Background: an optimization exercise with open tools, aiming at small area, a short achievable clock period and few clock cycles per item. Do not read the settings as production practice. Function was checked by simulation only, so behaviour that the tests miss may differ from the original. No activity file was given, so power comes from the tool's default toggle rates.

File: flow/design.v
`default_nettype none
package tghf_pkg;
    localparam int HOLD_DEPTH = 32;
    localparam int IDX_W      = $clog2(HOLD_DEPTH);
    localparam int CNT_W      = $clog2(HOLD_DEPTH + 1);
    localparam int TIME_W      = 48;
    localparam int TAG_W       = 16;
    localparam int CAP_W       = 32;
    localparam int LIMIT_W     = 6;
    localparam int CNT32_W     = 32;
    localparam int CFG_INDEX_W = 2;
    localparam int CFG_DATA_W  = 32;
    localparam logic [CAP_W-1:0]   RESET_CAP      = 32'd3000000;
    localparam logic [LIMIT_W-1:0] RESET_LIMIT    = 6'd32;
    localparam logic [CAP_W-1:0]   DEFAULT_CAP_US = 32'd2000000;
    localparam int                 DEFAULT_LIMIT  = 512;
    localparam int                 LIM_EFF_W      = $clog2(DEFAULT_LIMIT + 1);
    localparam logic [CFG_INDEX_W-1:0] CFG_CAP   = 2'd0;
    localparam logic [CFG_INDEX_W-1:0] CFG_LIMIT = 2'd1;
    localparam logic [1:0] ACT_PUBLISH = 2'd0;
    localparam logic [1:0] ACT_ENQUEUE = 2'd1;
    localparam logic [1:0] ACT_DRAIN   = 2'd2;
    localparam logic [1:0] ACT_FLUSH   = 2'd3;
    localparam logic [1:0] KIND_RELEASE = 2'd0;
    localparam logic [1:0] KIND_STATUS  = 2'd1;
    localparam logic [1:0] KIND_SUMMARY = 2'd2;
    localparam logic [1:0] KIND_ACK     = 2'd3;
    localparam logic [1:0] ST_HELD      = 2'd0;
    localparam logic [1:0] ST_FULL_DROP = 2'd1;
    localparam logic [1:0] ST_WAIT      = 2'd2;
    localparam logic [1:0] ST_DIRECT    = 2'd3;
    typedef struct packed {
        logic [1:0]              action;
        logic signed [TIME_W-1:0] stamp_us;
        logic [TIME_W-1:0]       now_us;
        logic [TAG_W-1:0]        packet_tag;
        logic                    wait_when_full;
    } item_t;
    typedef struct packed {
        logic [1:0]         result_kind;
        logic [TAG_W-1:0]   released_tag;
        logic               was_forced;
        logic [1:0]         enqueue_status;
        logic               mark_advanced;
        logic [TIME_W-1:0]  oldest_hold_us;
        logic [CNT32_W-1:0] forced_total;
        logic [CNT32_W-1:0] dropped_total;
        logic               last;
    } result_t;
    typedef struct packed {
        logic signed [TIME_W-1:0] stamp;
        logic [TIME_W-1:0]        arrival;
        logic [TAG_W-1:0]         handle;
    } entry_t;
    localparam int ITEM_W   = 2 + 2 * TIME_W + TAG_W + 1;
    localparam int RESULT_W = 2 + TAG_W + 1 + 2 + 1 + TIME_W + 2 * CNT32_W + 1;
    localparam int ENTRY_W = 2 * TIME_W + TAG_W;   
    typedef struct packed {
        logic [CAP_W-1:0]     cap;
        logic [LIM_EFF_W-1:0] limit;
    } cfg_t;
    typedef struct packed {
        logic [CNT_W-1:0] held;
        logic             closed;
        logic             idle;
    } status_t;
endpackage
`default_nettype wire
`default_nettype none
module tghf_ram #(
    parameter int N  = 32,
    parameter int NI = 4
) (
    input  wire logic                clk,
    input  wire logic [NI-1:0]       ins,
    input  wire logic [47:0]         wr_stamp,
    input  wire logic [47:0]         wr_arr,
    input  wire logic [15:0]         wr_tag,
    output logic      [N-1:0][47:0]  stamp,
    output logic      [N-1:0][47:0]  arr,
    output logic      [N-1:0][15:0]  tag
);
    always_ff @(posedge clk)
    begin
        for (int s = 1; s < N; s++)
        begin
            stamp[s] <= stamp[s-1];
            arr[s]   <= arr[s-1];
            tag[s]   <= tag[s-1];
        end
        stamp[0] <= stamp[N-1];
        arr[0]   <= arr[N-1];
        tag[0]   <= tag[N-1];
        for (int k = 0; k < NI; k++)
        begin
            if (ins[k])
            begin
                stamp[k*N/NI] <= wr_stamp;
                arr[k*N/NI]   <= wr_arr;
                tag[k*N/NI]   <= wr_tag;
            end
        end
    end
endmodule
`default_nettype wire
`default_nettype none
import tghf_pkg::*;
module tghf_ctrl (
    input  wire logic         clk,
    input  wire logic         rst_n,
    input  wire logic         item_valid,
    input  wire logic [114:0] item,
    input  wire logic [31:0]  cap_eff,
    input  wire logic [5:0]   limit,
    input  wire logic         slot_free,
    output logic              item_stall,
    output logic              emit_valid,
    output logic [134:0]      emit_data
);
    localparam int N  = 32;
    localparam int QD = 8;       
    localparam int NI = 2;       
    localparam int LW = 16;      
    localparam int NE = 3;       
    typedef enum logic {
        F_RUN,
        F_FLAG
    } fe_t;
    function automatic logic [N-1:0] drop_pos(input logic [N-1:0] x, input logic [N-1:0] g,
                                              input logic go);
        drop_pos = x;
        if (go)
        begin
            for (int q = 0; q < N - 1; q++)
                if (g[q])
                    drop_pos[q] = x[q+1];
            drop_pos[N-1] = 1'b0;
        end
    endfunction
    function automatic logic [49:0] ks_add(input logic [48:0] a, input logic [48:0] b,
                                           input logic ci);
        logic [48:0] g;
        logic [48:0] p;
        logic [48:0] gg;
        logic [48:0] pp;
        logic [48:0] gn;
        logic [48:0] pn;
        logic [49:0] c;
        g  = a & b;
        p  = a ^ b;
        gg = g;
        pp = p;
        gg[0] = g[0] | (p[0] & ci);
        for (int d = 1; d < 49; d = d * 2)
        begin
            gn = gg;
            pn = pp;
            for (int i = d; i < 49; i++)
            begin
                gn[i] = gg[i] | (pp[i] & gg[i-d]);
                pn[i] = pp[i] & pp[i-d];
            end
            gg = gn;
            pp = pn;
        end
        c[0] = ci;
        for (int i = 1; i < 50; i++)
            c[i] = gg[i-1];
        ks_add = {c[49], p ^ c[48:0]};
    endfunction
    function automatic logic [N-1:0] pfx_or(input logic [N-1:0] x);
        pfx_or = x;
        for (int d = 1; d < N; d = d * 2)
            pfx_or = pfx_or | (pfx_or << d);
    endfunction
    function automatic logic [N-1:0] lowest(input logic [N-1:0] x);
        lowest = x & ~(pfx_or(x) << 1);
    endfunction
    function automatic logic [N-1:0] highest(input logic [N-1:0] x);
        logic [N-1:0] r;
        logic [N-1:0] h;
        for (int i = 0; i < N; i++)
            r[i] = x[N-1-i];
        r = lowest(r);
        for (int i = 0; i < N; i++)
            h[i] = r[N-1-i];
        highest = h;
    endfunction
    function automatic logic [1:0] e_next(input logic [1:0] e);
        e_next = (e == 2'(NE - 1)) ? 2'd0 : e + 2'd1;
    endfunction
    function automatic logic [N-1:0] rot(input logic [N-1:0] x);
        rot = {x[N-2:0], x[N-1]};
    endfunction
    logic         ir0_v;
    logic [114:0] ir0;
    logic         ir_v;
    logic [114:0] ir;
    logic [48:0]  thr_ir;        
    logic [48:0]  thr_nx;
    logic         fe_take;
    logic         ir_move;
    logic         adv_r;         
    logic         mh_r;          
    logic [1:0]         ir_act;
    logic signed [47:0] ir_stamp;
    logic [47:0]        ir_now;
    logic [15:0]        ir_tag;
    logic               ir_wait;
    assign ir_act   = ir[114:113];
    assign ir_stamp = ir[112:65];
    assign ir_now   = ir[64:17];
    assign ir_tag   = ir[16:1];
    assign ir_wait  = ir[0];
    assign ir_move    = ir0_v && (!ir_v || fe_take);
    assign item_stall = ir0_v && !ir_move;
    assign thr_nx     = ir_move ? 49'(ks_add({1'b0, ir0[64:17]}, ~{17'b0, cap_eff}, 1'b1))
                                : thr_ir;
    always_ff @(posedge clk or negedge rst_n)
    begin
        if (!rst_n)
        begin
            ir0_v <= 1'b0;
            ir_v  <= 1'b0;
        end
        else
        begin
            if (item_valid && !item_stall)
                ir0_v <= 1'b1;
            else if (ir_move)
                ir0_v <= 1'b0;
            if (ir_move)
                ir_v <= 1'b1;
            else if (fe_take)
                ir_v <= 1'b0;
        end
    end
    logic signed [47:0] ir0_stamp;
    logic               mark_moves;
    assign ir0_stamp  = ir0[112:65];
    assign mark_moves = fe_take && (ir_act == ACT_PUBLISH) && advance;
    always_ff @(posedge clk)
    begin
        if (item_valid && !item_stall)
            ir0 <= item;
        if (ir_move)
        begin
            ir <= ir0;
            if (mark_moves)
            begin
                adv_r <= ir0_stamp > ir_stamp;
                mh_r  <= ir0_stamp[47:LW] != ir_stamp[47:LW];
            end
            else
            begin
                adv_r <= ir0_stamp > mark;
                mh_r  <= ir0_stamp[47:LW] != mark[47:LW];
            end
        end
        thr_ir <= thr_nx;
    end
    logic [NI-1:0]       ins;
    logic [NI-1:0]       ins_free;       
    logic [NI-1:0]       ins_pick;
    logic [N-1:0]        ins_vec;        
    logic [4:0]          ins_pre;        
    logic [N-1:0][47:0]  st;
    logic [N-1:0][47:0]  ar;
    logic [N-1:0][15:0]  tg;
    tghf_ram #(.N(N), .NI(NI)) u_ram (
        .clk      (clk),
        .ins      (ins),
        .wr_stamp (ir_stamp),
        .wr_arr   (ir_now),
        .wr_tag   (ir_tag),
        .stamp    (st),
        .arr      (ar),
        .tag      (tg)
    );
    fe_t                 fe;
    logic [5:0]          cnt;            
    logic [N-1:0][4:0]   pos_slot;
    logic [N-1:0]        valid;          
    logic [N-1:0]        occ;            
    logic signed [47:0]  mark;
    logic                mark_valid;
    logic [47:0]         mark_time;
    logic                closed;
    logic [31:0]         forced;
    logic [31:0]         dropped;
    logic [NE-1:0]       eng_busy;       
    logic [NE-1:0]       eng_flags;      
    logic [NE-1:0][N-1:0] relpos;        
    logic [NE-1:0][5:0]  frc_cnt;
    logic [NE-1:0]       o_done;         
    logic [NE-1:0][47:0] oldest_r;
    logic [1:0]          fe_sel;         
    logic [1:0]          be_sel;         
    logic [1:0]          s_sel;          
    logic                efree_r;        
    logic [N-1:0]        frc;            
    logic [N-1:0]        aged_q;
    logic                stalled_q;
    logic [N-1:0]        reached_q;
    logic [N-1:0]        kept;           
    logic [47:0]         now_r;
    logic [47:0]         x_r;            
    logic [47:0]         y_r;            
    logic                y_neg;          
    logic [47:0]         x_nx;
    logic                srun_nx;
    logic                x_reload;       
    logic                x_rl2;          
    logic [N-1:0]        kp_r;
    logic                o_chk;          
    logic [N-1:0]        lower_q;        
    logic                none_q;         
    logic                srun;           
    logic [N-1:0]        cmask;          
    logic [NE-1:0]       relnz;          
    logic [N-1:0]        relpos_act;     
    logic                relnz_act;
    logic                rq_full;
    localparam int QW = 1 + 2 + 16 + 2 + 1;
    logic [QD-1:0][QW-1:0] rq;
    logic [2:0]            rq_wp;
    logic [2:0]            rq_rp;
    logic [3:0]            rq_n;
    logic         o_run;
    logic [47:0]  cmp_y;
    logic [N-1:0] lt_y;
    logic [N-1:0] reached_now;
    assign o_run = srun;
    assign cmp_y = y_r;
    always_comb
    begin
        for (int s = 0; s < N; s++)
        begin
            lt_y[s]        = ar[s] < cmp_y;
            reached_now[s] = mark_valid
                          && (rh_lt[s] || (rh_eq[s] && (st[s][LW-1:0] <= mark[LW-1:0])));
        end
    end
    logic [N-1:0] rh_lt;
    logic [N-1:0] rh_eq;
    logic [N-1:0] rh_fresh;
    logic         mh_change;         
    logic         rh_ok;             
    logic         rh_ok_r;
    logic [1:0]   rf_lt;
    logic [1:0]   rf_eq;
    logic         in_lt;
    logic         in_eq;
    always_comb
    begin
        for (int k = 0; k < 2; k++)
        begin
            rf_lt[k] = $signed(st[k*N/2][47:LW]) < $signed(mark[47:LW]);
            rf_eq[k] = st[k*N/2][47:LW] == mark[47:LW];
        end
        in_lt = $signed(ir_stamp[47:LW]) < $signed(mark[47:LW]);
        in_eq = ir_stamp[47:LW] == mark[47:LW];
    end
    assign rh_ok = rh_ok_r;
    always_ff @(posedge clk)
    begin
        rh_lt <= rot(rh_lt);
        rh_eq <= rot(rh_eq);
        for (int k = 0; k < 2; k++)
        begin
            rh_lt[k*N/2 + 1] <= rf_lt[k];
            rh_eq[k*N/2 + 1] <= rf_eq[k];
        end
        for (int s = 0; s < N; s++)
        begin
            if (ins_vec[s])
            begin
                rh_lt[s] <= in_lt;
                rh_eq[s] <= in_eq;
            end
        end
    end
    logic [N-1:0] rh_fresh_nx;
    always_comb
    begin
        rh_fresh_nx = rot(rh_fresh) | ins_vec;
        for (int k = 0; k < 2; k++)
            rh_fresh_nx[k*N/2 + 1] = 1'b1;
        if (mh_change)
            rh_fresh_nx = '0;
    end
    always_ff @(posedge clk or negedge rst_n)
    begin
        if (!rst_n)
            rh_fresh <= '0;
        else
            rh_fresh <= rh_fresh_nx;
    end
    always_ff @(posedge clk)
    begin
        reached_q <= rot(reached_now);
        aged_q    <= rot(y_neg ? '0 : lt_y);
        stalled_q <= !thr_ir[48] && (mark_time < thr_ir[47:0]);
    end
    logic          pending;      
    logic          lim_hit;      
    logic          advance;
    logic          fe_ok;
    logic          do_write;
    logic          ins_ok;
    logic          q_push;
    logic [QW-1:0] q_in;
    logic          drain_go;     
    logic          flush_go;     
    logic          eng_free;
    assign pending  = (eng_busy & (~eng_flags | relnz)) != '0;
    function automatic logic lim_of(input logic [5:0] c, input logic [5:0] l);
        lim_of = c[5] || ((l != 6'd0) && (c >= l));
    endfunction
    logic lim_hit_r;
    logic zero_r;
    assign lim_hit = lim_hit_r;
    always_ff @(posedge clk or negedge rst_n)
    begin
        if (!rst_n)
        begin
            lim_hit_r <= 1'b0;
            zero_r    <= 1'b1;
        end
        else if (do_write && !rel_go)
        begin
            lim_hit_r <= lim_of(cnt + 6'd1, limit);
            zero_r    <= 1'b0;
        end
        else if (!do_write && rel_go)
        begin
            lim_hit_r <= lim_of(cnt - 6'd1, limit);
            zero_r    <= (cnt == 6'd1);
        end
        else
        begin
            lim_hit_r <= lim_of(cnt, limit);
            zero_r    <= (cnt == 6'd0);
        end
    end
    assign advance  = !mark_valid || adv_r;
    assign mh_change = fe_take && (ir_act == ACT_PUBLISH) && advance
                    && (!mark_valid || mh_r);
    assign eng_free = efree_r && (!o_run || o_fin);
    always_comb
    begin
        for (int k = 0; k < NI; k++)
            ins_free[k] = !occ[(k*N/NI + N - 1) % N];
        ins_pick = ins_free & ~(ins_free - NI'(1));
        ins_pre  = '0;
        ins_vec  = '0;
        for (int k = 0; k < NI; k++)
        begin
            if (ins_pick[k])
            begin
                ins_pre |= 5'((k*N/NI + N - 1) % N);
                ins_vec[k*N/NI] = do_write;
            end
        end
    end
    assign ins_ok = ins_free != '0;
    always_comb
    begin
        fe_ok = 1'b0;
        unique case (ir_act)
            ACT_PUBLISH: fe_ok = 1'b1;
            ACT_ENQUEUE: fe_ok = closed || (!lim_hit && ins_ok) || (lim_hit && !pending);
            ACT_DRAIN:   fe_ok = zero_r || (eng_free && rh_ok);
            default:     fe_ok = zero_r || eng_free;
        endcase
    end
    assign fe_take  = ir_v && (fe == F_RUN) && !rq_full && fe_ok;
    assign do_write = fe_take && (ir_act == ACT_ENQUEUE) && !closed && !lim_hit;
    assign q_push   = fe_take;
    assign drain_go = fe_take && (ir_act == ACT_DRAIN) && !zero_r;
    assign flush_go = fe_take && (ir_act == ACT_FLUSH) && !zero_r;
    assign ins      = do_write ? ins_pick : '0;
    always_comb
    begin
        q_in = '0;
        unique case (ir_act)
            ACT_PUBLISH:
                q_in = {1'b0, KIND_ACK, 16'h0, 2'b00, advance};
            ACT_ENQUEUE:
            begin
                if (closed)
                    q_in = {1'b0, KIND_STATUS, ir_tag, ST_DIRECT, 1'b0};
                else if (lim_hit)
                    q_in = {1'b0, KIND_STATUS, 16'h0, ir_wait ? ST_WAIT : ST_FULL_DROP, 1'b0};
                else
                    q_in = {1'b0, KIND_STATUS, 16'h0, ST_HELD, 1'b0};
            end
            default:
                q_in = {!zero_r, KIND_SUMMARY, 16'h0, 2'b00, 1'b0};
        endcase
    end
    logic [N-1:0] rel_s;
    logic [N-1:0] kept_new;
    logic [N-1:0] frc_new;
    logic [N-1:0] relpos_new;
    logic [N-1:0] head_oh;
    logic [N-1:0] tc_oh;
    logic [3:0]   front_kept;
    logic         tc_p1;
    logic [N-1:0] tc_r;          
    logic [5:0]   frc_cnt_new;
    logic [3:0][3:0] frc_grp;    
    assign rel_s    = valid & (reached_q | ({N{stalled_q}} & aged_q));
    assign kept_new = valid & ~rel_s;
    assign frc_new  = valid & ~reached_q & {N{stalled_q}} & aged_q;
    always_comb
    begin
        for (int q = 0; q < N; q++)
            relpos_new[q] = rel_s[pos_slot[q]] && cmask[q];
        for (int j = 0; j < 4; j++)
            front_kept[j] = kept_new[pos_slot[j]] && cmask[j];
        head_oh = '0;
        if (front_kept[0])
            head_oh[pos_slot[0]] = 1'b1;
        else if (front_kept[1])
            head_oh[pos_slot[1]] = 1'b1;
        else if (front_kept[2])
            head_oh[pos_slot[2]] = 1'b1;
        else
            head_oh[pos_slot[3]] = 1'b1;
        tc_p1 = reached_q[pos_slot[0]] && (cnt > 6'd1);
        tc_oh = '0;
        if (tc_p1)
            tc_oh[pos_slot[1]] = 1'b1;
        else
            tc_oh[pos_slot[0]] = 1'b1;
        for (int g = 0; g < 4; g++)
            frc_grp[g] = ((4'(frc_new[8*g])   + 4'(frc_new[8*g+1])) + (4'(frc_new[8*g+2]) + 4'(frc_new[8*g+3])))
                       + ((4'(frc_new[8*g+4]) + 4'(frc_new[8*g+5])) + (4'(frc_new[8*g+6]) + 4'(frc_new[8*g+7])));
        frc_cnt_new = (6'(frc_grp[0]) + 6'(frc_grp[1])) + (6'(frc_grp[2]) + 6'(frc_grp[3]));
    end
    logic [QW-1:0] q_head;
    logic          q_drain;
    logic          eng_go;
    logic          rel_go;       
    logic          sum_go;       
    logic          pl_go;        
    logic          q_pop;
    logic [N-1:0]  be_rel;
    assign q_head  = rq[rq_rp];
    assign q_drain = q_head[QW-1];
    assign be_rel  = relpos_act;
    logic [N-1:0] ge;
    logic [N-1:0] first_oh;
    logic [4:0]   rel_slot;
    logic [N-1:0] rel_slot_oh;
    logic [15:0]  rel_tag;
    logic         rel_frc;
    always_comb
    begin
        ge = pfx_or(be_rel);
        first_oh = ge & ~{ge[N-2:0], 1'b0};
        rel_slot = '0;
        for (int q = 0; q < N; q++)
            rel_slot = rel_slot | ({5{first_oh[q]}} & pos_slot[q]);
        rel_slot_oh = '0;
        rel_slot_oh[rel_slot] = 1'b1;
        rel_tag = '0;
        for (int s = 0; s < N; s++)
            rel_tag = rel_tag | ({16{rel_slot_oh[s]}} & tg[s]);
        rel_frc = |(rel_slot_oh & frc);
    end
    logic [31:0] forced_new;
    logic [1:0]  be_sel_nx;
    logic [5:0]  frc_cnt_act;
    assign forced_new = 32'(ks_add(49'(forced), 49'(frc_cnt_act), 1'b0));
    assign be_sel_nx  = sum_go ? e_next(be_sel) : be_sel;
    logic [N-1:0] lower;
    logic [N-1:0] pick_oh;
    logic [N-1:0] arr_sel;
    logic [47:0]  arr_pick;
    logic [47:0]  o_val;
    logic         o_fin;         
    logic         be_ready;      
    logic [47:0]  be_oldest;
    assign lower = ((fe == F_FLAG) ? kept_new : kept) & lt_y;
    logic [N-1:0] keptpos;
    logic [N-1:0] kp_first;
    logic [4:0]   kp_slot;
    logic [N-1:0] kp_oh;
    always_comb
    begin
        for (int q = 0; q < N; q++)
        begin
            keptpos[q] = cmask[q];
            for (int e = 0; e < NE; e++)
                keptpos[q] = keptpos[q] && !relpos[e][q];
        end
        kp_first = lowest(keptpos);
        kp_slot  = '0;
        for (int q = 0; q < N; q++)
            kp_slot = kp_slot | ({5{kp_first[q]}} & pos_slot[q]);
        kp_oh = '0;
        kp_oh[kp_slot] = 1'b1;
    end
    always_comb
    begin
        pick_oh  = highest(lower_q);
        arr_sel  = (fe == F_FLAG) ? head_oh : ((srun && !o_fin) ? (x_rl2 ? kp_r : pick_oh) : tc_oh);
        arr_pick = '0;
        for (int s = 0; s < N; s++)
            arr_pick = arr_pick | ({48{arr_sel[s]}} & ar[s]);
    end
    logic x_reload_nx;
    logic x_rl2_nx;
    logic o_chk_nx;
    logic tc_ok;             
    logic check_nx;          
    assign tc_ok = ((tc_r & head_oh) != '0) && (front_kept != '0);
    always_comb
    begin
        x_reload_nx = x_reload;
        x_rl2_nx    = x_rl2;
        o_chk_nx    = o_chk;
        if (fe == F_FLAG)
        begin
            x_nx        = arr_pick;
            srun_nx     = !(rel_s == '0 && mv_ok_r) && (kept_new != '0);
            x_reload_nx = front_kept == '0;
            x_rl2_nx    = 1'b0;
            o_chk_nx    = tc_ok;
        end
        else
        begin
            x_nx    = (o_run && (x_rl2 || (o_chk && !none_q))) ? arr_pick : x_r;
            srun_nx = o_fin ? 1'b0 : srun;
            if (o_run)
            begin
                if (x_reload)
                begin
                    x_reload_nx = 1'b0;
                    x_rl2_nx    = 1'b1;
                end
                else if (x_rl2)
                    x_rl2_nx = 1'b0;
                else if (!o_chk)
                    o_chk_nx = 1'b1;
                else if (!none_q)
                    o_chk_nx = 1'b0;
            end
        end
    end
    assign check_nx = srun_nx && !x_reload_nx && !x_rl2_nx && !o_chk_nx;
    always_ff @(posedge clk)
    begin
        y_r   <= drain_go ? arr_pick : (check_nx ? x_nx : thr_nx[47:0]);
        y_neg <= !drain_go && !check_nx && thr_nx[48];
        x_reload <= x_reload_nx;
        x_rl2    <= x_rl2_nx;
        o_chk    <= o_chk_nx;
    end
    logic [49:0] xd;
    assign xd        = ks_add({1'b0, now_r}, ~{1'b0, x_r}, 1'b1);
    assign o_val     = (!xd[48] && (xd[47:0] != '0)) ? xd[47:0] : '0;
    assign o_fin     = o_run && !x_reload && !x_rl2 && o_chk && none_q;
    assign be_ready  = o_done[be_sel] || (o_fin && (s_sel == be_sel));
    assign be_oldest = o_done[be_sel] ? oldest_r[be_sel] : o_val;
    assign eng_go = (rq_n != 4'd0) && q_drain && eng_flags[be_sel];
    assign rel_go = slot_free && eng_go && relnz_act;
    assign sum_go = slot_free && eng_go && !relnz_act && be_ready;
    assign pl_go  = slot_free && (rq_n != 4'd0) && !q_drain;
    assign q_pop  = sum_go || pl_go;
    logic        pl_drop;
    logic [31:0] dropped_p1;
    logic [31:0] dropped_inc;    
    assign dropped_p1 = pl_drop ? dropped_inc : dropped;
    always_ff @(posedge clk)
    begin
        if (pl_go && pl_drop)
            dropped_inc <= 32'(ks_add(49'(dropped_inc), 49'd0, 1'b1));
        else
            dropped_inc <= 32'(ks_add(49'(dropped), 49'd0, 1'b1));
    end
    assign pl_drop = (q_head[QW-2 -: 2] == KIND_STATUS) && (q_head[2:1] == ST_FULL_DROP);
    assign emit_valid = rel_go || sum_go || pl_go;
    always_comb
    begin
        if (!q_drain)
            emit_data = {q_head[QW-2 -: 2], q_head[QW-4 -: 16], 1'b0, q_head[2:1],
                         q_head[0], 48'h0, forced, dropped_p1, 1'b1};
        else if (relnz_act)
            emit_data = {KIND_RELEASE, rel_tag, rel_frc, 2'b00, 1'b0, 48'h0,
                         forced_new, dropped, 1'b0};
        else
            emit_data = {KIND_SUMMARY, 16'h0, 1'b0, 2'b00, 1'b0, be_oldest,
                         forced_new, dropped, 1'b1};
    end
    logic [47:0] mbase;
    logic        mbase_inf;
    logic        mbase_ok;
    logic [47:0] mnew;
    logic        mnew_inf;
    logic [47:0] mv_r;
    logic        mv_inf_r;
    logic        mv_ok_r;
    logic        flag_rel;       
    logic [49:0] md;             
    assign md = ks_add({1'b0, now_r}, ~{1'b0, mv_r}, 1'b1);
    logic        mnew_upd;
    assign flag_rel = (fe == F_FLAG) && (rel_s != '0);
    assign mnew_upd = do_write && (mnew_inf || (ir_now < mnew));
    always_ff @(posedge clk or negedge rst_n)
    begin
        if (!rst_n)
        begin
            mbase_inf <= 1'b1;
            mbase_ok  <= 1'b1;
            mnew_inf  <= 1'b1;
        end
        else
        begin
            if (flush_go)
            begin
                mbase_inf <= 1'b1;
                mbase_ok  <= 1'b1;
                mnew_inf  <= 1'b1;
            end
            else if (flag_rel)
            begin
                mbase_ok  <= (kept_new == '0);
                mbase_inf <= 1'b1;
                mnew_inf  <= 1'b1;
            end
            else
            begin
                if (o_fin)
                begin
                    mbase_ok  <= 1'b1;
                    mbase_inf <= 1'b0;
                end
                if (mnew_upd)
                    mnew_inf <= 1'b0;
            end
        end
    end
    always_ff @(posedge clk)
    begin
        if (o_fin)
            mbase <= x_r;
        if (mnew_upd)
            mnew <= ir_now;
        mv_ok_r  <= mbase_ok;
        mv_inf_r <= mbase_inf && mnew_inf;
        if (mbase_inf || (!mnew_inf && (mnew < mbase)))
            mv_r <= mnew;
        else
            mv_r <= mbase;
    end
    logic [NE-1:0]       eng_busy_nx;
    logic [1:0]          fe_sel_nx;
    always_comb
    begin
        eng_busy_nx = eng_busy;
        if (sum_go)
            eng_busy_nx[be_sel] = 1'b0;
        if (drain_go || flush_go)
            eng_busy_nx[fe_sel] = 1'b1;
        fe_sel_nx = (drain_go || flush_go) ? e_next(fe_sel) : fe_sel;
    end
    always_ff @(posedge clk or negedge rst_n)
    begin
        if (!rst_n)
            efree_r <= 1'b1;
        else
            efree_r <= !eng_busy_nx[fe_sel_nx];
    end
    logic [N-1:0] valid_mod;
    logic [N-1:0] occ_mod;
    logic [N-1:0] frc_mod;
    logic [N-1:0] kept_mod;
    always_comb
    begin
        valid_mod = valid;
        occ_mod   = occ;
        frc_mod   = frc;
        kept_mod  = kept;
        if (fe == F_FLAG)
        begin
            valid_mod = kept_new;
            frc_mod   = frc | frc_new;
            kept_mod  = kept_new;
        end
        if (flush_go)
            valid_mod = '0;
        if (rel_go)
        begin
            occ_mod = occ_mod & ~rel_slot_oh;
            frc_mod = frc_mod & ~rel_slot_oh;
        end
    end
    logic [N-1:0] flush_pos;
    always_comb
    begin
        for (int q = 0; q < N; q++)
        begin
            flush_pos[q] = cmask[q];
            for (int e = 0; e < NE; e++)
                flush_pos[q] = flush_pos[q] && !relpos[e][q];
        end
    end
    logic [NE-1:0][N-1:0] relpos_nx;
    always_comb
    begin
        for (int e = 0; e < NE; e++)
            relpos_nx[e] = drop_pos(relpos[e], ge, rel_go);
        if (flush_go)
            relpos_nx[fe_sel] = drop_pos(flush_pos, ge, rel_go);
        if (fe == F_FLAG)
            relpos_nx[s_sel] = drop_pos(relpos_new, ge, rel_go);
    end
    logic [N-1:0][4:0] pos_pre;
    always_comb
    begin
        for (int q = 0; q < N; q++)
            pos_pre[q] = (do_write && (6'(q) == cnt)) ? ins_pre : pos_slot[q];
    end
    always_ff @(posedge clk or negedge rst_n)
    begin
        if (!rst_n)
        begin
            fe         <= F_RUN;
            cnt        <= '0;
            valid      <= '0;
            rh_ok_r    <= 1'b1;
            occ        <= '0;
            mark       <= '0;
            mark_valid <= 1'b0;
            mark_time  <= '0;
            closed     <= 1'b0;
            forced     <= '0;
            dropped    <= '0;
            eng_busy   <= '0;
            eng_flags  <= '0;
            fe_sel     <= '0;
            be_sel     <= '0;
            s_sel      <= '0;
            rq_wp      <= '0;
            rq_rp      <= '0;
            rq_n       <= '0;
            relpos     <= '0;
            relnz      <= '0;
            relpos_act <= '0;
            relnz_act  <= 1'b0;
            rq_full    <= 1'b0;
            cmask      <= '0;
            srun       <= 1'b0;
        end
        else
        begin
            relpos     <= relpos_nx;
            for (int e = 0; e < NE; e++)
                relnz[e] <= relpos_nx[e] != '0;
            relpos_act <= relpos_nx[be_sel_nx];
            relnz_act  <= relpos_nx[be_sel_nx] != '0;
            rq_full <= (rq_n + 4'(q_push) - 4'(q_pop)) == 4'(QD);
            if (do_write && !rel_go)
                cmask <= {cmask[N-2:0], 1'b1};
            else if (!do_write && rel_go)
                cmask <= {1'b0, cmask[N-1:1]};
            srun <= srun_nx;
            if (q_push)
                rq_wp <= rq_wp + 3'd1;
            if (q_pop)
                rq_rp <= rq_rp + 3'd1;
            rq_n <= rq_n + 4'(q_push) - 4'(q_pop);
            cnt   <= cnt + 6'(do_write) - 6'(rel_go);
            valid <= rot(valid_mod) | ins_vec;
            rh_ok_r <= ((rot(valid_mod) | ins_vec) & ~rh_fresh_nx) == '0;
            occ   <= rot(occ_mod) | ins_vec;
            if (pl_go && pl_drop)
                dropped <= dropped_p1;
            if (sum_go)
            begin
                forced            <= forced_new;
                eng_busy[be_sel]  <= 1'b0;
                eng_flags[be_sel] <= 1'b0;
                be_sel            <= e_next(be_sel);
            end
            unique case (fe)
                F_RUN:
                begin
                    if (fe_take)
                    begin
                        unique case (ir_act)
                            ACT_PUBLISH:
                            begin
                                if (advance)
                                begin
                                    mark       <= ir_stamp;
                                    mark_valid <= 1'b1;
                                    mark_time  <= ir_now;
                                end
                            end
                            ACT_ENQUEUE: ;
                            ACT_DRAIN:
                            begin
                                if (!zero_r)
                                begin
                                    eng_busy[fe_sel] <= 1'b1;
                                    s_sel            <= fe_sel;
                                    fe_sel           <= e_next(fe_sel);
                                    fe               <= F_FLAG;
                                end
                            end
                            default:
                            begin
                                closed <= 1'b1;
                                if (!zero_r)
                                begin
                                    eng_busy[fe_sel]  <= 1'b1;
                                    eng_flags[fe_sel] <= 1'b1;
                                    fe_sel            <= e_next(fe_sel);
                                end
                            end
                        endcase
                    end
                end
                F_FLAG:
                begin
                    eng_flags[s_sel] <= 1'b1;
                    fe               <= F_RUN;
                end
                default:
                begin
                    fe <= F_RUN;
                end
            endcase
        end
    end
    always_ff @(posedge clk)
    begin
        for (int q = 0; q < N - 1; q++)
            pos_slot[q] <= ((rel_go && ge[q]) ? pos_pre[q+1] : pos_pre[q]) + 5'd1;
        pos_slot[N-1] <= pos_pre[N-1] + 5'd1;
        lower_q <= rot(lower);
        none_q  <= lower == '0;
        if ((fe == F_FLAG) && (s_sel == be_sel_nx))
            frc_cnt_act <= frc_cnt_new;
        else if (flush_go && (fe_sel == be_sel_nx))
            frc_cnt_act <= '0;
        else
            frc_cnt_act <= frc_cnt[be_sel_nx];
        if (o_run)
        begin
            if (x_reload)
                kp_r <= rot(kp_oh);
            else if (x_rl2)
                x_r <= arr_pick;
            else if (!o_chk)
                ;
            else if (none_q)
            begin
                o_done[s_sel]   <= 1'b1;
                oldest_r[s_sel] <= o_val;
            end
            else
                x_r <= arr_pick;
        end
        if (q_push)
            rq[rq_wp] <= q_in;
        frc  <= rot(frc_mod) & ~ins_vec;
        kept <= rot(kept_mod);
        unique case (fe)
            F_RUN:
            begin
                if (drain_go)
                begin
                    now_r   <= ir_now;
                    x_r     <= arr_pick;
                    tc_r    <= rot(tc_oh);
                end
                if (flush_go)
                begin
                    frc_cnt[fe_sel]  <= '0;
                    o_done[fe_sel]   <= 1'b1;
                    oldest_r[fe_sel] <= '0;
                end
            end
            F_FLAG:
            begin
                frc_cnt[s_sel] <= frc_cnt_new;
                x_r            <= arr_pick;
                if (rel_s == '0 && mv_ok_r)
                begin
                    o_done[s_sel]   <= 1'b1;
                    oldest_r[s_sel] <= (mv_inf_r || md[48] || (md[47:0] == '0)) ? '0 : md[47:0];
                end
                else
                begin
                    o_done[s_sel]   <= (kept_new == '0);
                    oldest_r[s_sel] <= '0;
                end
            end
            default: ;
        endcase
    end
endmodule
`default_nettype wire
`default_nettype none
import tghf_pkg::*;
module timestamp_gated_hold_fifo_top (
    input  wire logic                               clk,
    input  wire logic                               rst_n,
    input  wire logic                               item_valid,
    output logic                                    item_stall,
    input  wire logic [tghf_pkg::ITEM_W-1:0]        item,
    output logic                                    result_valid,
    input  wire logic                               result_stall,
    output logic [tghf_pkg::RESULT_W-1:0]           result,
    input  wire logic                               cfg_valid,
    output logic                                    cfg_ready,
    input  wire logic [tghf_pkg::CFG_INDEX_W-1:0]   cfg_index,
    input  wire logic [tghf_pkg::CFG_DATA_W-1:0]    cfg_data
);
    logic [CAP_W-1:0]   cap_eff;
    logic [LIMIT_W-1:0] limit_reg;
    logic                         result_valid_reg;
    logic [tghf_pkg::RESULT_W-1:0] result_reg;
    logic                         slot_free;
    logic                         emit_valid;
    logic [tghf_pkg::RESULT_W-1:0] emit_data;
    assign cfg_ready = 1'b1;
    always_ff @(posedge clk or negedge rst_n)
    begin
        if (!rst_n)
        begin
            cap_eff   <= RESET_CAP;
            limit_reg <= RESET_LIMIT;
        end
        else if (cfg_valid)
        begin
            if (cfg_index == CFG_CAP)
                cap_eff <= (cfg_data == '0) ? DEFAULT_CAP_US : cfg_data;
            else if (cfg_index == CFG_LIMIT)
                limit_reg <= cfg_data[LIMIT_W-1:0];
        end
    end
    tghf_ctrl u_ctrl (
        .clk        (clk),
        .rst_n      (rst_n),
        .item_valid (item_valid),
        .item       (item),
        .cap_eff    (cap_eff),
        .limit      (limit_reg),
        .slot_free  (slot_free),
        .item_stall (item_stall),
        .emit_valid (emit_valid),
        .emit_data  (emit_data)
    );
    assign slot_free  = !result_valid_reg || !result_stall;
    always_ff @(posedge clk or negedge rst_n)
    begin
        if (!rst_n)
            result_valid_reg <= 1'b0;
        else if (slot_free)
            result_valid_reg <= emit_valid;
    end
    always_ff @(posedge clk)
    begin
        if (slot_free)
            result_reg <= emit_data;
    end
    assign result_valid = result_valid_reg;
    assign result       = result_reg;
endmodule
`default_nettype wire
File: flow/run.sh
#!/bin/bash
# synth_recipe.tcl (not shown) runs the flow's synth.tcl, then flattens the netlist and writes it again
# the make line also repeats each setting of config.mk as NAME=value (left out here)
make -C /OpenROAD-flow-scripts/flow DESIGN_CONFIG=/design/flow/config.mk WORK_HOME=/design/flow/orfs CLKGATE_MAP_FILE= SYNTH_SCRIPT=/design/flow/synth_recipe.tcl finish
File: flow/config.mk
export PLATFORM = sky130hd
export DESIGN_NAME = timestamp_gated_hold_fifo_top
export DESIGN_NICKNAME = timestamp_gated_hold_fifo_top
export VERILOG_FILES = /design/flow/design.v
export SDC_FILE = /design/flow/constraint.sdc
export NUM_CORES = 4
export LEC_CHECK = 0
export CAP_MARGIN = 25
export CORE_MARGIN = 2
export CORE_UTILIZATION = 40
export SETUP_SLACK_MARGIN = 1.8
export SLEW_MARGIN = 20
File: flow/constraint.sdc
create_clock -name core_clock -period 7.0 [get_ports {clk}]
set_input_delay 1.4000 -clock core_clock [delete_from_list [all_inputs] [get_ports {clk}]]
set_output_delay 1.4000 -clock core_clock [all_outputs]
set_load 0.01 [all_outputs]
==> impl_metrics.csv, run 1 <==
group,metric,value,unit
timing,hold_viol_final,0,
die,coreArea,0.637,mm²
die,initial_core_util,40.2,%
synth,synth_mux_area_share,6.66,%
power_and_ir_drop,powerDensity,530,mW/mm²
synth,synth_xor_area_share,1.39,%
global_route,grt_max_degree,108,
synth,synth_top_family_by_area,"compound AO/OA/AOI/OAI gates",
die,num_io_pins,292,
die,fp.dieArea,0.646,mm²
timing,relSlewSlack,14.8,%
detailed_routing,drt_pass1_iterations,11,
placed_design,place.gp.congestion,1.06,
detailed_routing,drtAntennaViolNets,0,
detailed_routing,dr_total_vias,217813,
finish,final_common_cell,"dfxtp_1",
synth,yosysWarnings,3,
synth,synth_top_area_cell,"dfxtp_1",
critical_path,end_kind,"flop",
critical_path,start_kind,"flop",
synth,yosysSeqAreaShare,48.0,%
clocking,ctsHoldBuffers,0,
timing,worst-slew-pin-transition,1.27,ns
power_and_ir_drop,worst_ir_drop_vdd,0.000625,V
die,dieWidth,804,µm
clocking,h-tree-depth,6,
critical_path,crit_type,"flop to flop",
synth,synth-compound-area-share,15.9,%
clocking,cts_root_buffer,"clkbuf_16",
finish,top_regs,"u_ctrl.u_ram.arr: 1536 flops, u_ctrl.u_ram.stamp: 1536 flops, u_ctrl.u_ram.tag: 512 flops",
critical_path,crit_required,8.04,ns
synth,synth_area,0.256,mm²
synth,synthCells,24133,
detailed_routing,wl_per_cell,36.6,µm
synth,yosys.area_share.simple,12.1,%
timing,fin_setup_tns,0,ns
placed_design,hpwl,953,mm
finish,area_delta_synth_final,18.9,%
timing,fmax,187,MHz
synth,syn_area_per_cell,10.6,µm²
placed_design,portBuffers,290,
timing,setup_violations,0,
global_route,grt_first_pass_wirelength,1710,mm
detailed_routing,drc,0,
detailed_routing,wirelength,1260,mm
detailed_routing,drt-initial-drc-count,30756,
detailed_routing,via_per_inst,6.32,
global_route,antenna_found_initial,135,
power_and_ir_drop,leakagePower,129,nW
synth,synth_area_leaders,"dfxtp_1 (34%), ha_1 (13%), edfxtp_1 (9.6%), dfrtp_1 (4.6%), nand2_1 (3.2%)",
timing,post-route-period-util,76.4,%
synth,synth_top_area_share,33.7,%
timing,min_period,5.35,ns
finish,final_cell_mix,"dfxtp_1 (4281), ha_1 (2594), nand2_1 (2186), o21ai_0 (1346), a21oi_1 (1246)",
finish,multiInputGateArea,0.130,mm²
synth,synth_edf_count,817,
global_route,grt_use_total,37.4,%
clocking,cts_tree,"built",
clocking,cts_made_buffers,616,
finish,layout.nets,28225,
timing,rsz0062_at_grt,"yes",
timing,slew_viol_final,0,
synth,synthFlopType,"dfxtp_1",
critical_path,critical_path_arrival,6.39,ns
clocking,cts_sinks,5607,
global_route,grt_pass1_vias,206481,
power_and_ir_drop,fin_total_pwr,161,mW
run_status,status,"complete, no violations",
synth,synth_fa_ha_area_share,13.1,%
hold_path,hold_class,"primary input to async pin",
synth,synth.distinct_cells,119,
global_route,grt_overflow,0,
clocking,max-clock-path-buffers,4,
die,rows,293,
synth,async_flop_share,8.63,%
finish,seqCellArea,0.123,mm²
job,max-cap-violations,0,
finish,layout-drive-gt1-share,15.7,%
critical_path,cp_max_fo,13,
timing,clock_skew,0.0750,ns
clocking,clock_latency,1.17,ns
finish,nFillCells,58266,
clocking,path_clk_slew,0.06,ns
synth,synth_seq_cells,5607,
die,fp.dieH,804,µm
synth,syn_nets,26941,
## synth_stat cells (all sizes together), types with 60 or more instances
cell type  count
dfrtp        467
nand3        532
a211oi       130
edfxtp       817
a21o         613
a222oi       204
or3           63
and2         174
or2           68
a221oi       260
a22oi        660
mux4         337
a22o         246
o211ai       130
nor4         156
nand4        600
o22ai        168
a31oi        110
a21oi       1290
xor2         184
buf          231
nor2b        372
nand2       2216
o21ai       1469
mux2         366
or4           60
and3          94
nand2b       394
xnor2        221
o21a         116
inv          772
nor2        1048
dfxtp       4306
nor3         296
clkbuf       820
mux2i        533
ha          2628
## report_power, final
part / internal, mW / switching, mW / total (mW)
logic: 25.6 / 56.9 / 82.5
clock network: 19.7 / 14.8 / 34.4
registers: 38.7 / 5.43 / 44.1
total: 84.0 / 77.0 / 161
## path summary, 6_finish.rpt
kind	from	endpoint	slack, ns	cells after the start
max reg2reg	u_ctrl.y_r[15]$_DFF_P_	u_ctrl.none_q$_DFF_P_	1.65	16
min	rst_n	u_ctrl.relpos[49]$_DFF_PN0_	0.22	1
min reg2reg	u_ctrl.u_ram.stamp[1295]$_DFF_P_	u_ctrl.u_ram.stamp[1343]$_DFF_P_	0.29	0
max in group asynchronous	rst_n	u_ctrl.rq_rp[0]$_DFFE_PN0N_	5.02	3
max	u_ctrl.y_r[15]$_DFF_P_	u_ctrl.none_q$_DFF_P_	1.65	16
min in group core_clock	u_ctrl.u_ram.stamp[1295]$_DFF_P_	u_ctrl.u_ram.stamp[1343]$_DFF_P_	0.29	0
## stage by stage
step                utilization (%)  setup slack [ns]  std cells  area (µm²)  hold WS, ns
floorplan                         -              1.65      24133      256000        0.310
global placement               43.2             0.533      32879      275000        0.310
detailed placement             43.2             0.556      32893      275000        0.312
CTS                            47.2              1.64      34184      300000        0.197
global route                   47.7              1.60      34407      304000        0.242
finish                         47.8              1.65      34453      304000        0.222
## critical path, stage by stage (launching register included)
cell and delay, ns:
dfxtp_1 0.29, inv_1 0.35, buf_4 0.35, ha_1 0.19
nand4_1 0.27, o21ai_0 1.07, a221oi_1 0.19, a21oi_1 0.30
buf_4 0.29, nor3_1 0.07, buf_4 0.17, nor4_1 0.28
o2111a_1 0.27, nand4b_1 0.10, or4_4 0.44, a2111oi_4 0.32
buf_6 0.23
## logic make-up (layout without fill, tap and decap cells)
group,count (synthesis),count (layout)
multiplexers,1236,1236
other,1,104
buffers and inverters,1838,3645
XOR/XNOR,405,405
AO/OA/AOI/OAI,6102,6104
flip-flops,5607,5607
AND/OR/NAND/NOR,6290,6291
adder cells (fa/ha/maj),2654,2654
## layer usage
layer | up-vias | share of wire, % | global-route usage [%]
li1 | 92816 | - | -
met3 | 3735 | 11 | 10.2
met1 | 107150 | 40 | 49.4
met4 | 66 | 8.4 | 24.8
met5 | - | 0.068 | 0.0590
met2 | 14046 | 40 | 53.5
## repair_timing
item,CTS,global route
buffers inserted,138,150
setup endpoints to repair,483,416
pin swaps,68,112
gates resized for setup,472,439
gates cloned,9,10
## layout make-up
type | count | share of cell area [%]
multi-input cells | 16691 | 42.8
flip-flops and latches | 5607 | 40.4
clock buffers | 860 | 5.85
repair buffers | 1714 | 5.21
well taps | 8407 | 3.46
clock inverters | 284 | 1.20
inverters | 787 | 1.00
diodes | 103 | 0.0848
Testbench counts, summed over its fixed seeds: cycles 7,618, items 4,800.
==> run 2, diff against run 1 <==
--- a/flow/design.v
+++ b/flow/design.v
@@ -168,6 +168,23 @@
             c[i] = gg[i-1];
         ks_add = {c[49], p ^ c[48:0]};
     endfunction
+    function automatic logic carry48(input logic [47:0] a, input logic [47:0] b, input logic ci);
+        logic c;
+        c = ci;
+        for (int i = 0; i < 48; i++)
+            c = (a[i] & b[i]) | (a[i] & c) | (b[i] & c);
+        carry48 = c;
+    endfunction
+    function automatic logic carry_lw(input logic [LW-1:0] a, input logic [LW-1:0] b);
+        logic c;
+        c = 1'b0;
+        for (int i = 0; i < LW; i++)
+            c = (a[i] & b[i]) | (a[i] & c) | (b[i] & c);
+        carry_lw = c;
+    endfunction
+    function automatic logic s_lt48(input logic [47:0] a, input logic [47:0] b);
+        s_lt48 = !carry48(a ^ 48'h8000_0000_0000, ~(b ^ 48'h8000_0000_0000), 1'b1);
+    endfunction
     function automatic logic [N-1:0] pfx_or(input logic [N-1:0] x);
         pfx_or = x;
         for (int d = 1; d < N; d = d * 2)
@@ -248,12 +265,12 @@
             ir <= ir0;
             if (mark_moves)
             begin
-                adv_r <= ir0_stamp > ir_stamp;
+                adv_r <= s_lt48(ir_stamp, ir0_stamp);
                 mh_r  <= ir0_stamp[47:LW] != ir_stamp[47:LW];
             end
             else
             begin
-                adv_r <= ir0_stamp > mark;
+                adv_r <= s_lt48(mark, ir0_stamp);
                 mh_r  <= ir0_stamp[47:LW] != mark[47:LW];
             end
         end
@@ -310,8 +327,6 @@
     logic [47:0]         x_nx;
     logic                srun_nx;
     logic                x_reload;       
-    logic                x_rl2;          
-    logic [N-1:0]        kp_r;
     logic                o_chk;          
     logic [N-1:0]        lower_q;        
     logic                none_q;         
@@ -336,9 +351,9 @@
     begin
         for (int s = 0; s < N; s++)
         begin
-            lt_y[s]        = ar[s] < cmp_y;
+            lt_y[s]        = !carry48(ar[s], ~cmp_y, 1'b1);
             reached_now[s] = mark_valid
-                          && (rh_lt[s] || (rh_eq[s] && (st[s][LW-1:0] <= mark[LW-1:0])));
+                          && (rh_lt[s] || (rh_eq[s] && !carry_lw(st[s][LW-1:0], ~mark[LW-1:0])));
         end
     end
     logic [N-1:0] rh_lt;
@@ -355,10 +370,10 @@
     begin
         for (int k = 0; k < 2; k++)
         begin
-            rf_lt[k] = $signed(st[k*N/2][47:LW]) < $signed(mark[47:LW]);
+            rf_lt[k] = s_lt48(48'(st[k*N/2][47:LW]) << LW, 48'(mark[47:LW]) << LW);
             rf_eq[k] = st[k*N/2][47:LW] == mark[47:LW];
         end
-        in_lt = $signed(ir_stamp[47:LW]) < $signed(mark[47:LW]);
+        in_lt = s_lt48(48'(ir_stamp[47:LW]) << LW, 48'(mark[47:LW]) << LW);
         in_eq = ir_stamp[47:LW] == mark[47:LW];
     end
     assign rh_ok = rh_ok_r;
@@ -400,7 +415,7 @@
     begin
         reached_q <= rot(reached_now);
         aged_q    <= rot(y_neg ? '0 : lt_y);
-        stalled_q <= !thr_ir[48] && (mark_time < thr_ir[47:0]);
+        stalled_q <= !thr_ir[48] && !carry48(mark_time, ~thr_ir[47:0], 1'b1);
     end
     logic          pending;      
     logic          lim_hit;      
@@ -584,35 +599,16 @@
     logic         be_ready;      
     logic [47:0]  be_oldest;
     assign lower = ((fe == F_FLAG) ? kept_new : kept) & lt_y;
-    logic [N-1:0] keptpos;
-    logic [N-1:0] kp_first;
-    logic [4:0]   kp_slot;
-    logic [N-1:0] kp_oh;
-    always_comb
-    begin
-        for (int q = 0; q < N; q++)
-        begin
-            keptpos[q] = cmask[q];
-            for (int e = 0; e < NE; e++)
-                keptpos[q] = keptpos[q] && !relpos[e][q];
-        end
-        kp_first = lowest(keptpos);
-        kp_slot  = '0;
-        for (int q = 0; q < N; q++)
-            kp_slot = kp_slot | ({5{kp_first[q]}} & pos_slot[q]);
-        kp_oh = '0;
-        kp_oh[kp_slot] = 1'b1;
-    end
     always_comb
     begin
         pick_oh  = highest(lower_q);
-        arr_sel  = (fe == F_FLAG) ? head_oh : ((srun && !o_fin) ? (x_rl2 ? kp_r : pick_oh) : tc_oh);
+        arr_sel  = (fe == F_FLAG) ? head_oh
+                 : ((srun && !o_fin) ? (x_reload ? highest(kept) : pick_oh) : tc_oh);
         arr_pick = '0;
         for (int s = 0; s < N; s++)
             arr_pick = arr_pick | ({48{arr_sel[s]}} & ar[s]);
     end
     logic x_reload_nx;
-    logic x_rl2_nx;
     logic o_chk_nx;
     logic tc_ok;             
     logic check_nx;          
@@ -620,29 +616,22 @@
     always_comb
     begin
         x_reload_nx = x_reload;
-        x_rl2_nx    = x_rl2;
         o_chk_nx    = o_chk;
         if (fe == F_FLAG)
         begin
             x_nx        = arr_pick;
-            srun_nx     = !(rel_s == '0 && mv_ok_r) && (kept_new != '0);
+            srun_nx     = kept_new != '0;
             x_reload_nx = front_kept == '0;
-            x_rl2_nx    = 1'b0;
             o_chk_nx    = tc_ok;
         end
         else
         begin
-            x_nx    = (o_run && (x_rl2 || (o_chk && !none_q))) ? arr_pick : x_r;
+            x_nx    = (o_run && (x_reload || (o_chk && !none_q))) ? arr_pick : x_r;
             srun_nx = o_fin ? 1'b0 : srun;
             if (o_run)
             begin
                 if (x_reload)
-                begin
                     x_reload_nx = 1'b0;
-                    x_rl2_nx    = 1'b1;
-                end
-                else if (x_rl2)
-                    x_rl2_nx = 1'b0;
                 else if (!o_chk)
                     o_chk_nx = 1'b1;
                 else if (!none_q)
@@ -650,19 +639,18 @@
             end
         end
     end
-    assign check_nx = srun_nx && !x_reload_nx && !x_rl2_nx && !o_chk_nx;
+    assign check_nx = srun_nx && !x_reload_nx && !o_chk_nx;
     always_ff @(posedge clk)
     begin
         y_r   <= drain_go ? arr_pick : (check_nx ? x_nx : thr_nx[47:0]);
         y_neg <= !drain_go && !check_nx && thr_nx[48];
         x_reload <= x_reload_nx;
-        x_rl2    <= x_rl2_nx;
         o_chk    <= o_chk_nx;
     end
     logic [49:0] xd;
     assign xd        = ks_add({1'b0, now_r}, ~{1'b0, x_r}, 1'b1);
     assign o_val     = (!xd[48] && (xd[47:0] != '0)) ? xd[47:0] : '0;
-    assign o_fin     = o_run && !x_reload && !x_rl2 && o_chk && none_q;
+    assign o_fin     = o_run && !x_reload && o_chk && none_q;
     assign be_ready  = o_done[be_sel] || (o_fin && (s_sel == be_sel));
     assign be_oldest = o_done[be_sel] ? oldest_r[be_sel] : o_val;
     assign eng_go = (rq_n != 4'd0) && q_drain && eng_flags[be_sel];
@@ -695,67 +683,6 @@
             emit_data = {KIND_SUMMARY, 16'h0, 1'b0, 2'b00, 1'b0, be_oldest,
                          forced_new, dropped, 1'b1};
     end
-    logic [47:0] mbase;
-    logic        mbase_inf;
-    logic        mbase_ok;
-    logic [47:0] mnew;
-    logic        mnew_inf;
-    logic [47:0] mv_r;
-    logic        mv_inf_r;
-    logic        mv_ok_r;
-    logic        flag_rel;       
-    logic [49:0] md;             
-    assign md = ks_add({1'b0, now_r}, ~{1'b0, mv_r}, 1'b1);
-    logic        mnew_upd;
-    assign flag_rel = (fe == F_FLAG) && (rel_s != '0);
-    assign mnew_upd = do_write && (mnew_inf || (ir_now < mnew));
-    always_ff @(posedge clk or negedge rst_n)
-    begin
-        if (!rst_n)
-        begin
-            mbase_inf <= 1'b1;
-            mbase_ok  <= 1'b1;
-            mnew_inf  <= 1'b1;
-        end
-        else
-        begin
-            if (flush_go)
-            begin
-                mbase_inf <= 1'b1;
-                mbase_ok  <= 1'b1;
-                mnew_inf  <= 1'b1;
-            end
-            else if (flag_rel)
-            begin
-                mbase_ok  <= (kept_new == '0);
-                mbase_inf <= 1'b1;
-                mnew_inf  <= 1'b1;
-            end
-            else
-            begin
-                if (o_fin)
-                begin
-                    mbase_ok  <= 1'b1;
-                    mbase_inf <= 1'b0;
-                end
-                if (mnew_upd)
-                    mnew_inf <= 1'b0;
-            end
-        end
-    end
-    always_ff @(posedge clk)
-    begin
-        if (o_fin)
-            mbase <= x_r;
-        if (mnew_upd)
-            mnew <= ir_now;
-        mv_ok_r  <= mbase_ok;
-        mv_inf_r <= mbase_inf && mnew_inf;
-        if (mbase_inf || (!mnew_inf && (mnew < mbase)))
-            mv_r <= mnew;
-        else
-            mv_r <= mbase;
-    end
     logic [NE-1:0]       eng_busy_nx;
     logic [1:0]          fe_sel_nx;
     always_comb
@@ -953,8 +880,6 @@
         if (o_run)
         begin
             if (x_reload)
-                kp_r <= rot(kp_oh);
-            else if (x_rl2)
                 x_r <= arr_pick;
             else if (!o_chk)
                 ;
@@ -990,16 +915,8 @@
             begin
                 frc_cnt[s_sel] <= frc_cnt_new;
                 x_r            <= arr_pick;
-                if (rel_s == '0 && mv_ok_r)
-                begin
-                    o_done[s_sel]   <= 1'b1;
-                    oldest_r[s_sel] <= (mv_inf_r || md[48] || (md[47:0] == '0)) ? '0 : md[47:0];
-                end
-                else
-                begin
-                    o_done[s_sel]   <= (kept_new == '0);
-                    oldest_r[s_sel] <= '0;
-                end
+                o_done[s_sel]   <= (kept_new == '0);
+                oldest_r[s_sel] <= '0;
             end
             default: ;
         endcase
--- a/flow/config.mk
+++ b/flow/config.mk
@@ -8,5 +8,5 @@
 export CAP_MARGIN = 25
 export CORE_MARGIN = 2
 export CORE_UTILIZATION = 40
-export SETUP_SLACK_MARGIN = 1.8
+export SETUP_SLACK_MARGIN = 2.3
 export SLEW_MARGIN = 20
==> impl_metrics.csv, run 2 <==
group,metric,value,unit
critical_path,rr_startpoint,"u_ctrl.stalled_q$_DFF_P_",
synth,synth_seq_cells,5425,
detailed_routing,drt-initial-drc-count,28105,
timing,hold_viol_final,0,
finish,nFillCells,50436,
timing,setup_violations,0,
global_route,grt_max_degree,120,
placed_design,portBuffers,290,
detailed_routing,wirelength,1050,mm
timing,rsz0062_at_grt,"yes",
synth,synth_top_area_share,37.9,%
critical_path,crit_required,7.91,ns
finish,layout.nets,23461,
critical_path,end_kind,"flop",
placed_design,hpwl,748,mm
critical_path,cpPeakStageDelay,0.55,ns
detailed_routing,dr_total_vias,195151,
critical_path,crit_buf_inv,9,
clocking,cts_root_buffer,"clkbuf_16",
clocking,cts_tree,"built",
timing,post-route-period-util,78.8,%
synth,synthCells,21771,
power_and_ir_drop,netSwitchingFraction,47.1,%
global_route,grt_use_total,35.1,%
synth,synthFlopType,"dfxtp_1",
die,initial_core_util,40.1,%
synth,synth.distinct_cells,106,
power_and_ir_drop,combPwrFrac,53.5,%
clocking,h-tree-depth,6,
die,fp.dieArea,0.568,mm²
timing,min_period,5.52,ns
synth,synth_area_leaders,"dfxtp_1 (38%), edfxtp_1 (9.2%), dfrtp_1 (5.2%), mux4_2 (4.2%), nand2_1 (4.2%)",
placed_design,dpl.cell_count,29205,
critical_path,critical_path_arrival,6.43,ns
synth,yosysWarnings,3,
power_and_ir_drop,power.switching,77.1,mW
critical_path,reg2reg_slack,1.48,ns
timing,fin_setup_tns,0,ns
timing,fmax,181,MHz
power_and_ir_drop,worst_ir_drop_vdd,0.000905,V
die,dieWidth,754,µm
critical_path,start_kind,"flop",
finish,final_cell_mix,"dfxtp_1 (4222), nand2_1 (2428), buf_4 (1135), nor2_1 (1011), o21ai_0 (939)",
synth,synth_edf_count,689,
die,num_io_pins,292,
synth,synth_common_cells,"dfxtp_1 (4255), nand2_1 (2487), nor2_1 (1103)",
global_route,grt_pass1_vias,183528,
die,coreArea,0.561,mm²
power_and_ir_drop,clock_power_share,19.8,%
critical_path,path_cells,"buf_8, buf_12, buf_16, nand2_8, nand2b_4, mux4_2, mux4_2, o22ai_4, buf_4, buf_4, buf_4, mux2i_1, a31oi_4, o21ai_4, buf_12, buf_12, a22o_1, a221oi_2, nand4_1, a2111oi_2, nand4_1, buf_4, and2_1",
finish,layout-drive-gt1-share,21.2,%
finish,final_area,0.278,mm²
global_route,antenna_found_initial,87,
synth,syn_nets,22276,
detailed_routing,via_per_inst,6.30,
run_status,status,"complete, no violations",
finish,finish.utilization,49.5,%
detailed_routing,drtAntennaViolNets,0,
critical_path,crit_top_cell,"buf_4",
critical_path,cp_max_fo,18,
synth,async_flop_share,8.87,%
clocking,path_clk_slew,0.06,ns
detailed_routing,drc,0,
power_and_ir_drop,p_int,86.6,mW
timing,relSlewSlack,16.4,%
synth,yosysSeqAreaShare,52.5,%
critical_path,r2r_cells,23,
clocking,clock_latency,1.18,ns
job,max-cap-violations,0,
placed_design,place_area,0.242,mm²
finish,top_regs,"u_ctrl.u_ram.arr: 1536 flops, u_ctrl.u_ram.stamp: 1536 flops, u_ctrl.u_ram.tag: 512 flops",
detailed_routing,drt_pass1_iterations,13,
critical_path,crit_type,"flop to flop",
synth,synth_most_common_cell,"dfxtp_1",
timing,clock_skew,0.0815,ns
clocking,cts_made_buffers,582,
timing,slew_viol_final,0,
synth,synth_area,0.225,mm²
placed_design,place.gp.congestion,1.04,
critical_path,crit_path_start,"u_ctrl.stalled_q$_DFF_P_",
critical_path,cp_top_family,"buffers and inverters",
synth,synth_top_area_cell,"dfxtp_1",
power_and_ir_drop,powerDensity,590,mW/mm²
clocking,max-clock-path-buffers,4,
synth,syn_area_per_cell,10.3,µm²
global_route,grt_first_pass_wirelength,1440,mm
global_route,grt_overflow,0,
clocking,cts_sinks,5425,
die,fp.dieH,754,µm
power_and_ir_drop,p_seq_share,26.7,%
finish,instances_no_fill,30958,
finish,area_delta_synth_final,23.4,%
power_and_ir_drop,leakagePower,108,nW
die,rows,275,
timing,worst-slew-pin-transition,1.25,ns
finish,final_common_cell,"dfxtp_1",
hold_path,hold_class,"primary input to async pin",
detailed_routing,wl_per_cell,33.8,µm
critical_path,cp_slowest_cell,"mux4_2",
-- run 2: cell families (layout without fill, tap and decap cells) --
family                     Yosys count  after routing  synth area share (%)
AOI/OAI and AO/OA                 5430           5433                  16.8
xor gates and xnor gates           374            374                  1.46
adders and majority gates         1103           1103                  5.56
buffers and inverters             2268           3918                  3.87
DFF                               5425           5425                  52.5
muxes                              985            986                  6.81
other                                1             49               0.00167
and+or+nand+nor                   6185           6191                  13.0
-- run 2: how the worst max path moves through the flow --
stage	depth (start not counted)	to	slack [ns]
2_1_floorplan	21	result_reg[125]$_DFFE_PN_	2.02
3_3_place_gp	14	flop	0.22
3_5_place_dp	15	flop	0.64
4_1_cts	20	flop	1.63
5_1_grt	27	flop	1.41
6_report	23	flop	1.48
-- run 2: routing by layer --
layer  routed length, µm  GRT usage (%)
met5                 400         0.0337
met3              124000           9.90
met2              425000           50.0
met4               89200           23.6
met1              408000           46.1
-- run 2: power groups by stage --
stage	logic [mW]	clock network [mW]	registers, mW
floorplan	39.0	0	40.2
global placement	70.2	0	43.9
detailed placement	70.6	0	43.9
CTS	80.4	32.6	43.3
global route	89.6	33.8	43.9
finish	87.6	32.4	43.7
-- run 2: what timing repair did --
item,in CTS,in global routing
cloned,44,8
setup buffers,412,179
resized for setup,1419,679
endpoints found under the setup margin,800,537
hold buffers,0,0
pin swaps,738,444
-- run 2: worst register-to-register path, stage by stage (launching register included) --
cell and delay, ns:
dfxtp_4 0.37, buf_8 0.14, buf_12 0.14, buf_16 0.15, nand2_8 0.07, nand2b_4 0.06, mux4_2 0.50, mux4_2 0.55
o22ai_4 0.18, buf_4 0.16, buf_4 0.14, buf_4 0.11, mux2i_1 0.21, a31oi_4 0.31, o21ai_4 0.08, buf_12 0.19
buf_12 0.35, a22o_1 0.26, a221oi_2 0.24, nand4_1 0.30, a2111oi_2 0.35, nand4_1 0.14, buf_4 0.17, and2_1 0.14
-- run 2: layout make-up --
cell class / instances / area, µm² / share of cell area (%)
diodes: 48 / 120 / 0.0433
clock buffers: 805 / 16500 / 5.95
clock inverters: 254 / 3450 / 1.24
inverters: 934 / 3630 / 1.31
multi-input cells: 14088 / 107000 / 38.5
flip-flops and latches: 5425 / 118000 / 42.5
well taps: 7479 / 9360 / 3.37
repair buffers: 1924 / 19500 / 7.02
repair inverters: 1 / 5.00 / 0.00180
-- run 2: per-stage QoR --
stage	power, mW	hold slack (ns)	setup slack [ns]
after global routing	167	0.268	1.41
after detailed placement	114	0.312	0.639
final	164	0.270	1.48
after CTS	156	0.240	1.63
after floorplan	79.2	0.310	2.02
after global placement	114	0.310	0.218
Testbench counts of run 2, summed over its fixed seeds: cycles 7,688, items 4,800.
==> run 3, diff against run 2 <==
--- a/flow/config.mk
+++ b/flow/config.mk
@@ -8,5 +8,6 @@
 export CAP_MARGIN = 25
 export CORE_MARGIN = 2
 export CORE_UTILIZATION = 40
+export CTS_BUF_LIST = sky130_fd_sc_hd__clkbuf_8
 export SETUP_SLACK_MARGIN = 2.3
 export SLEW_MARGIN = 20
==> impl_metrics.csv, run 3 <==
group,metric,value,unit
synth,synth_seq_cells,5425,
finish,seqCellArea,0.118,mm²
finish,instances_no_fill,31509,
critical_path,crit_required,8.15,ns
global_route,grt_pass1_vias,186054,
synth,synthFlopType,"dfxtp_1",
critical_path,cpPeakStageDelay,0.61,ns
critical_path,crit_type,"flop to flop",
finish,area_delta_synth_final,23.0,%
placed_design,portBuffers,290,
synth,synthCells,21771,
critical_path,path_cells,"nand2b_1, nand2b_4, mux4_2, mux4_2, mux2i_4, buf_4, mux2i_4, buf_12, nand2_8, a31oi_4, a21oi_4, buf_12, buf_4, a22oi_1, nand4_1, nor3_2, buf_4, nand3_4, and2_4",
power_and_ir_drop,fin_total_pwr,160,mW
critical_path,reg2reg_slack,1.54,ns
timing,clock_skew,0.141,ns
die,dieWidth,754,µm
detailed_routing,wl_per_cell,33.2,µm
run_status,status,"complete, no violations",
global_route,antenna_found_initial,86,
synth,yosysWarnings,3,
critical_path,cp_slowest_cell,"mux4_2",
placed_design,hpwl,748,mm
finish,nFillCells,50875,
power_and_ir_drop,p_int,83.0,mW
die,num_io_pins,292,
timing,min_period,5.46,ns
clocking,h-tree-depth,6,
critical_path,start_kind,"flop",
global_route,grt_use_total,35.2,%
power_and_ir_drop,worst_ir_drop_vdd,0.000870,V
detailed_routing,via_per_inst,6.25,
detailed_routing,drt-initial-drc-count,27716,
clocking,cts_tree,"built",
power_and_ir_drop,p_seq_share,27.4,%
power_and_ir_drop,leakagePower,108,nW
placed_design,dpl.cell_count,29205,
placed_design,place.gp.congestion,1.04,
hold_path,holdCritStartpoint,"u_ctrl.u_ram.stamp[546]$_DFF_P_",
synth,async_flop_share,8.87,%
timing,worst-slew-pin-transition,1.27,ns
die,fp.dieArea,0.568,mm²
critical_path,crit_buf_inv,5,
power_and_ir_drop,netSwitchingFraction,48.1,%
timing,setup_violations,0,
timing,setup_ws,1.54,ns
clocking,cts_root_buffer,"clkbuf_8",
synth,synth_most_common_cell,"dfxtp_1",
clocking,cts_sinks,5425,
die,initial_core_util,40.1,%
power_and_ir_drop,power.switching,76.8,mW
synth,synth_common_cells,"dfxtp_1 (4255), nand2_1 (2487), nor2_1 (1103)",
die,rows,275,
critical_path,r2r_cells,19,
power_and_ir_drop,clock_power_share,18.2,%
detailed_routing,drtAntennaViolNets,0,
clocking,max-clock-path-buffers,4,
die,coreArea,0.561,mm²
timing,post-route-period-util,78.1,%
timing,slew_viol_final,0,
hold_path,holdPathStages,0,
synth,synth.distinct_cells,106,
detailed_routing,drc,0,
critical_path,critical_path_arrival,6.61,ns
timing,timing.hold.ws,0.290,ns
synth,synth_edf_count,689,
global_route,grt_max_degree,120,
synth,synth_area_leaders,"dfxtp_1 (38%), edfxtp_1 (9.2%), dfrtp_1 (5.2%), mux4_2 (4.2%), nand2_1 (4.2%)",
timing,relSlewSlack,14.7,%
placed_design,place_ws,0.639,ns
job,max-cap-violations,0,
synth,syn_area_per_cell,10.3,µm²
==> run 3: cell families (layout without fill, tap and decap cells) <==
kind of cell	count (synthesis)	after routing	share of synthesized area (%)
DFF	5425	5425	52.5
other	1	48	0.00167
buffers and inverters	2268	4468	3.87
muxes	985	985	6.81
xor gates and xnor gates	374	374	1.46
and+or+nand+nor	6185	6194	13.0
adders and majority gates	1103	1103	5.56
AOI/OAI and AO/OA	5430	5433	16.8
==> run 3: layer usage <==
| layer | part of all wire, % | global-route usage (%) |
|---|---|---|
| met1 | 39 | 46.3 |
| met2 | 41 | 50.5 |
| met5 | 0.028 | 0 |
| met3 | 12 | 9.79 |
| met4 | 8.3 | 23.3 |
==> run 3: power groups by stage <==
stage	sequential [mW]	clock, mW	combinational, mW
CTS	43.4	29.4	80.5
global route	44.0	30.7	89.0
detailed placement	43.9	0	70.6
global placement	43.9	0	70.2
finish	43.8	29.1	87.0
floorplan	40.2	0	39.0
==> run 3: worst reg2reg max path, stage by stage, from the launching register on <==
cell and delay [ns]:
dfrtp_1 0.54, nand2b_1 0.25, nand2b_4 0.21, mux4_2 0.47, mux4_2 0.61, mux2i_4 0.25, buf_4 0.18, mux2i_4 0.16
buf_12 0.15, nand2_8 0.09, a31oi_4 0.22, a21oi_4 0.09, buf_12 0.23, buf_4 0.51, a22oi_1 0.39, nand4_1 0.19
nor3_2 0.26, buf_4 0.20, nand3_4 0.09, and2_4 0.16
==> run 3: timing repair <==
action	in CTS	in global routing
setup endpoints to repair	795	545
pin swaps	812	445
hold buffers	1	0
hold endpoints to repair	31	0
setup buffers	440	136
gates resized for setup	1604	607
cloned	47	6
==> run 3: how the worst max path moves through the flow <==
stage                                          from                         to  cells past startpoint
floorplan           u_ctrl.relpos_act[18]$_DFF_PN0_  result_reg[125]$_DFFE_PN_                     21
global placement         u_ctrl.pos_slot[0]$_DFF_P_                       flop                     14
detailed placement       u_ctrl.pos_slot[0]$_DFF_P_                       flop                     15
CTS                        u_ctrl.stalled_q$_DFF_P_                       flop                     20
global route               u_ctrl.stalled_q$_DFF_P_                       flop                     21
finish                   u_ctrl.valid[29]$_DFF_PN0_                       flop                     19
==> run 3: layout make-up <==
type                       count  share of cell area [%]
inverter                     934                    1.31
sequential                  5425                    42.7
clock inverter               521                    1.26
clock buffer                1103                    5.49
timing repair inverter         1                 0.00181
tap                         7479                    3.38
multi-input combinational  14090                    38.9
timing repair buffer        1909                    6.96
antenna                       47                  0.0425
==> run 3: per-stage QoR <==
stage | area, µm² | utilization, %
2_1_floorplan | 225000 | -
3_3_place_gp | 241000 | 43.1
3_5_place_dp | 242000 | 43.1
4_1_cts | 272000 | 48.6
5_1_grt | 276000 | 49.3
6_report | 276000 | 49.3

[port drivers added, routing unchanged]
In the flow no input, the clock included, has a driving cell. The finished layouts below were timed again as built, in two steps. Step 1 assumes that a clkbuf_16 drives the clock port and a buf_2 every other input. Step 2, shift: input delay + t, output delay - t, t = (earliest + latest rising clock arrival at the registers) / 2. This alone moves slack from input paths to output paths. a / b / c = ideal ports / drivers / drivers and shift; a / b = the first two.
run | t, ns | slack for setup (ns)
run 1 | 1.267 | 1.654 / 1.654 / 1.304
run 2 | 1.276 | 1.483 / 1.483 / 1.187
run 3 | 1.546 | 1.536 / 1.536 / 1.180
After both steps every run listed still meets setup and hold.
